Background: an optimization exercise with open tools, aiming at small area. Do not read the settings as production practice.
Where RTL was checked, it was by simulation tests only, not by an equivalence proof against the original.
The flow treats the clock pin as an ideal source, which a real chip does not have.
Power figures rest on the tool's default switching activity, not on a simulated workload.

the reference run:
// isotp_receive_reassembler
module isotp_receive_reassembler #(
	parameter int MAX_MESSAGE_BYTES = 64
) (
	input  logic       clk,
	input  logic       arst_n,
	input  logic       in_valid,
	output logic       in_ready,
	input  logic [1:0] op,
	input  logic [3:0] dlc,
	input  logic [7:0] byte_0,
	input  logic [7:0] byte_1,
	input  logic [7:0] byte_2,
	input  logic [7:0] byte_3,
	input  logic [7:0] byte_4,
	input  logic [7:0] byte_5,
	input  logic [7:0] byte_6,
	input  logic [7:0] byte_7,
	output logic       out_valid,
	input  logic       out_ready,
	output logic [1:0] kind,
	output logic [7:0] data_byte,
	output logic [5:0] byte_index,
	output logic [6:0] msg_length,
	output logic [2:0] error_code,
	output logic       last
);
Size: roughly 900 cells after synthesis, roughly 540 flip-flops, about 100 I/O pins, ~0.014 mm2 of cells after synthesis.
export LEC_CHECK = 0
export CAP_MARGIN = 20
export CORE_MARGIN = 2
export CORE_UTILIZATION = 65
export PLACE_DENSITY = 0.8
export SLEW_MARGIN = 20
create_clock -name core_clock -period 7.0 [get_ports {clk}]
standard.sh (not shown) runs the stock make flow with config.mk's settings and CLKGATE_MAP_FILE= SYNTH_SCRIPT=/design/flow/synth_recipe.tcl, a recipe that flattens the netlist after the stock synthesis.
==> flow/flow/run.sh <==
#!/bin/bash
# Standard ORFS layout with smaller port buffers and a lighter clock tree.
set -euo pipefail
here=$(pwd)
export BUFFER_PORTS_ARGS="-buffer_cell sky130_fd_sc_hd__buf_1"
export CTS_ARGS="-sink_clustering_enable -repair_clock_nets -sink_clustering_size 20 -sink_clustering_max_diameter 60 -buf_list sky130_fd_sc_hd__clkbuf_8 -dont_use_dummy_load"
if [[ -f flow/post_cts.tcl ]]; then export POST_CTS_TCL=$here/flow/post_cts.tcl; fi
bash standard.sh > standard.log 2>&1
==> flow/flow/post_cts.tcl <==
# recover area: downsize cells on paths with slack to spare
repair_timing -recover_power 100 -verbose
The reference run ran to completion and came out clean on the timing, design-rule and antenna checks.
--- input diff the reference run..the trial run ---
- PLACE_DENSITY: 0.8 -> unset
- CORE_UTILIZATION: 65 -> 40
diff --git a/flow/flow/run.sh b/flow/flow/run.sh
--- a/flow/flow/run.sh
+++ b/flow/flow/run.sh
@@ -6 +6 @@
-export CTS_ARGS="-sink_clustering_enable -repair_clock_nets -sink_clustering_size 20 -sink_clustering_max_diameter 60 -buf_list sky130_fd_sc_hd__clkbuf_8 -dont_use_dummy_load"
+export CTS_ARGS="-sink_clustering_enable -repair_clock_nets -sink_clustering_size 16 -sink_clustering_max_diameter 45 -buf_list sky130_fd_sc_hd__clkbuf_8 -dont_use_dummy_load"
Results
Looking at routed wire length across both flows, the trial run is the weaker of the two, with the reference run ahead. Side by side, layout cell share with drive strength beyond 1 turned out higher in the trial run than in the reference run. Per the comparison of the trial run with the reference run, first-iteration DRC count now smaller; final non-filler cell area now larger.
Function was not checked in any run of this note: the RTL went through the layout flow alone.

========
== P ==
isotp_receive_reassembler, a different RTL version from the one above (not shown whole).
Size: about 540 flip-flops, ~100 I/O pins, ~0.014 mm² of cells after synthesis.
export LEC_CHECK = 0
export CAP_MARGIN = 20
export CORE_MARGIN = 2
export CORE_UTILIZATION = 72
export PLACE_DENSITY = 0.85
export SLEW_MARGIN = 20
create_clock -name core_clock -period 7.0 [get_ports {clk}]
==> flow/flow/run.sh <==
#!/bin/bash
# Standard ORFS layout (standard synthesis) with three changes:
#  - after floorplan, the combinational logic is remapped for area (OpenROAD restructure,
#    i.e. ABC with an area target, on a liberty copy without the platform's don't-use cells),
#    then repaired for slew, capacitance and setup;
#  - port buffers are buf_1, and the clock tree uses clkbuf_8 clusters without dummy loads;
#  - after CTS, cells on paths with slack to spare are downsized.
set -euo pipefail
here=$(pwd)
mkdir -p "$here/rmp"
lib=$FLOW_HOME/platforms/sky130hd/lib/sky130_fd_sc_hd__tt_025C_1v80.lib
dont_use=$(sed -n '/^export DONT_USE_CELLS += /,/^#/p' "$FLOW_HOME/platforms/sky130hd/config.mk" | grep -o 'sky130_fd_sc_hd__[a-z0-9_]*' | tr '\n' ' ')
python3 flow/filterlib.py "$lib" "$here/rmp/area.lib" $dont_use > "$here/rmp/filterlib.log" 2>&1
export RMP_LIB="$here/rmp/area.lib"
export RMP_DIR="$here/rmp"
export POST_FLOORPLAN_TCL="$here/flow/post_floorplan.tcl"
export BUFFER_PORTS_ARGS="-buffer_cell sky130_fd_sc_hd__buf_1"
export CTS_ARGS="-sink_clustering_enable -repair_clock_nets -sink_clustering_size 12 -sink_clustering_max_diameter 35 -buf_list sky130_fd_sc_hd__clkbuf_4 -dont_use_dummy_load"
export POST_CTS_TCL="$here/flow/post_cts.tcl"
bash standard.sh > standard.log 2>&1
==> flow/flow/filterlib.py <==
# usage: filterlib.py IN.lib OUT.lib CELL...   copy of a liberty file without the named cells
import sys, re
src, dst, drop = sys.argv[1], sys.argv[2], set(sys.argv[3:])
out = []
skip = 0
depth = 0
for line in open(src):
    if skip:
        depth += line.count('{') - line.count('}')
        if depth <= 0:
            skip = 0
        continue
    m = re.match(r'\s*cell\s*\(\s*"?([\w]+)"?\s*\)', line)
    if m and m.group(1) in drop:
        depth = line.count('{') - line.count('}')
        skip = 1 if depth > 0 else 0
        continue
    out.append(line)
open(dst, 'w').writelines(out)
==> flow/flow/post_floorplan.tcl <==
# remap the combinational logic for area, then repair slew, capacitance and setup
restructure -target area -liberty_file $::env(RMP_LIB) \
  -tielo_port sky130_fd_sc_hd__conb_1/LO -tiehi_port sky130_fd_sc_hd__conb_1/HI \
  -work_dir $::env(RMP_DIR) -abc_logfile $::env(RMP_DIR)/abc.log
report_design_area
repair_design
repair_timing -setup -setup_margin 0.2
report_design_area
report_worst_slack
Scripts as last shown in full above: flow/flow/post_cts.tcl
P finished end to end and its layout was clean on timing, DRC and antenna.
The inputs of Q differ from those of P as listed below.
--- a/flow/flow/run.sh
+++ b/flow/flow/run.sh
@@ -17,3 +17,3 @@
 export BUFFER_PORTS_ARGS="-buffer_cell sky130_fd_sc_hd__buf_1"
-export CTS_ARGS="-sink_clustering_enable -repair_clock_nets -sink_clustering_size 12 -sink_clustering_max_diameter 35 -buf_list sky130_fd_sc_hd__clkbuf_4 -dont_use_dummy_load"
+export CTS_ARGS="-sink_clustering_enable -repair_clock_nets -sink_clustering_size 14 -sink_clustering_max_diameter 40 -buf_list {sky130_fd_sc_hd__clkbuf_4 sky130_fd_sc_hd__clkbuf_8} -dont_use_dummy_load"
 export POST_CTS_TCL="$here/flow/post_cts.tcl"
==> comparison <==
Q went all the way through synthesis, placement and routing and the layout is clean on timing, DRC and antenna.
Time the worst path needs with I/O delays and setup, Q and P, higher one = P.
P has higher number of non-filler instances in the completed layout than Q.
Looking at multi-input gate share of total cell area, Q sits below P.
> inputs changed (Q -> R)
Settings: CORE_UTILIZATION changed from 72 to 60; PLACE_DENSITY changed from 0.85 to 0.75.
--- a/flow/flow/run.sh
+++ b/flow/flow/run.sh
@@ -17,3 +17,3 @@
 export BUFFER_PORTS_ARGS="-buffer_cell sky130_fd_sc_hd__buf_1"
-export CTS_ARGS="-sink_clustering_enable -repair_clock_nets -sink_clustering_size 14 -sink_clustering_max_diameter 40 -buf_list {sky130_fd_sc_hd__clkbuf_4 sky130_fd_sc_hd__clkbuf_8} -dont_use_dummy_load"
+export CTS_ARGS="-sink_clustering_enable -repair_clock_nets -sink_clustering_size 20 -sink_clustering_max_diameter 60 -buf_list sky130_fd_sc_hd__clkbuf_8 -dont_use_dummy_load"
 export POST_CTS_TCL="$here/flow/post_cts.tcl"
==> summary.txt <==
- On R: wire length of the first global-routing pass is 2200 µm lower than what Q gave.
- ~same net switching fraction of the power in Q and R
- Wire length reported by the detailed router on R is down relative to Q.
- Changes observed in R relative to Q: via count moved down, count of non-CTS inverters in the layout closely matched the old numbers.
Changes in S relative to R:
Settings: a change of PLACE_DENSITY from 0.75 to 0.85; a change of CORE_UTILIZATION from 60 to 72.
### Flow results
- Delta (S minus R): critical path depth shows a reduction of about 4%, overall die area shows a reduction of 16%, routed via count divided by cell count shows an increase of about 4.6%.
- S vs R — final cell area excluding filler cells dropped slightly
- Going from R to S, total instance count after detailed placement shrank by a few percent.
- On core utilization of the finished layout: between R and S, it ends up lower for R.
- Leakage power of the design: S vs R — no meaningful difference
- Looking at met2 global-route usage, S sits above R.
- Vias: S above R
The following lists how T was set up differently from S:
Settings: changing CORE_UTILIZATION from 72 to 40; removing PLACE_DENSITY (formerly 0.85).
## What came out
On total wire length after detailed routing, S tracks T almost exactly.
Between S and T, the count of buffers from port buffering does not differ in any meaningful way.
Against S, T reports a shortest clock period the worst path allows after layout that is lower.
Diff S -> T: cell count now larger; sequential share of cell area now smaller; worst hold-check slack now larger; met1 capacity usage during global routing now smaller.
Synthesis-to-layout area growth (lower): S
Re placeable core area: S and T aren't equal, and the higher value belongs to T.
Average wire per standard cell (S / T): 1.18

## port drivers added, routing unchanged
No port has a modelled driver above. Below, the same layouts with a new extraction and two added sets of constraints.
Step 1 assumes that a clkbuf_16 drives the clock port and a buf_2 every other input.
Step 2 adds t to the input delays and takes it off the output delays; t is the mean of the earliest and latest rising clock arrival at the registers after step 1. Input paths then give back, and output paths get back, about the clock's delay inside the block.
a / b / c = ideal / step 1 / step 2; a / b = the first two.
| run | t (ns) | slack for setup (ns) | worst setup path at the end | worst slew at a driven data input, ns |
|---|---|---|---|---|
| the reference run | 0.554 | 0.803 / 0.803 / 0.803 | register to register | 0.06 |
| the trial run | 0.585 | 1.007 / 1.007 / 1.007 | register to register | 0.06 |
| P | 0.671 | 0.947 / 0.947 / 0.947 | register to register | 0.07 |
| Q | 0.574 | 1.048 / 1.048 / 1.048 | register to register | 0.07 |
| R | 0.613 | 0.852 / 0.852 / 0.852 | register to register | 0.06 |
| S | 0.609 | 1.007 / 1.007 / 1.007 | register to register | 0.07 |
| T | 0.556 | 1.201 / 1.201 / 0.964 | input to register | 0.06 |
After both steps setup and hold are still met in every run listed. For T, which loses most, drivers alone change the setup slack by 0.000 ns; drivers and shift together by -0.237 ns.
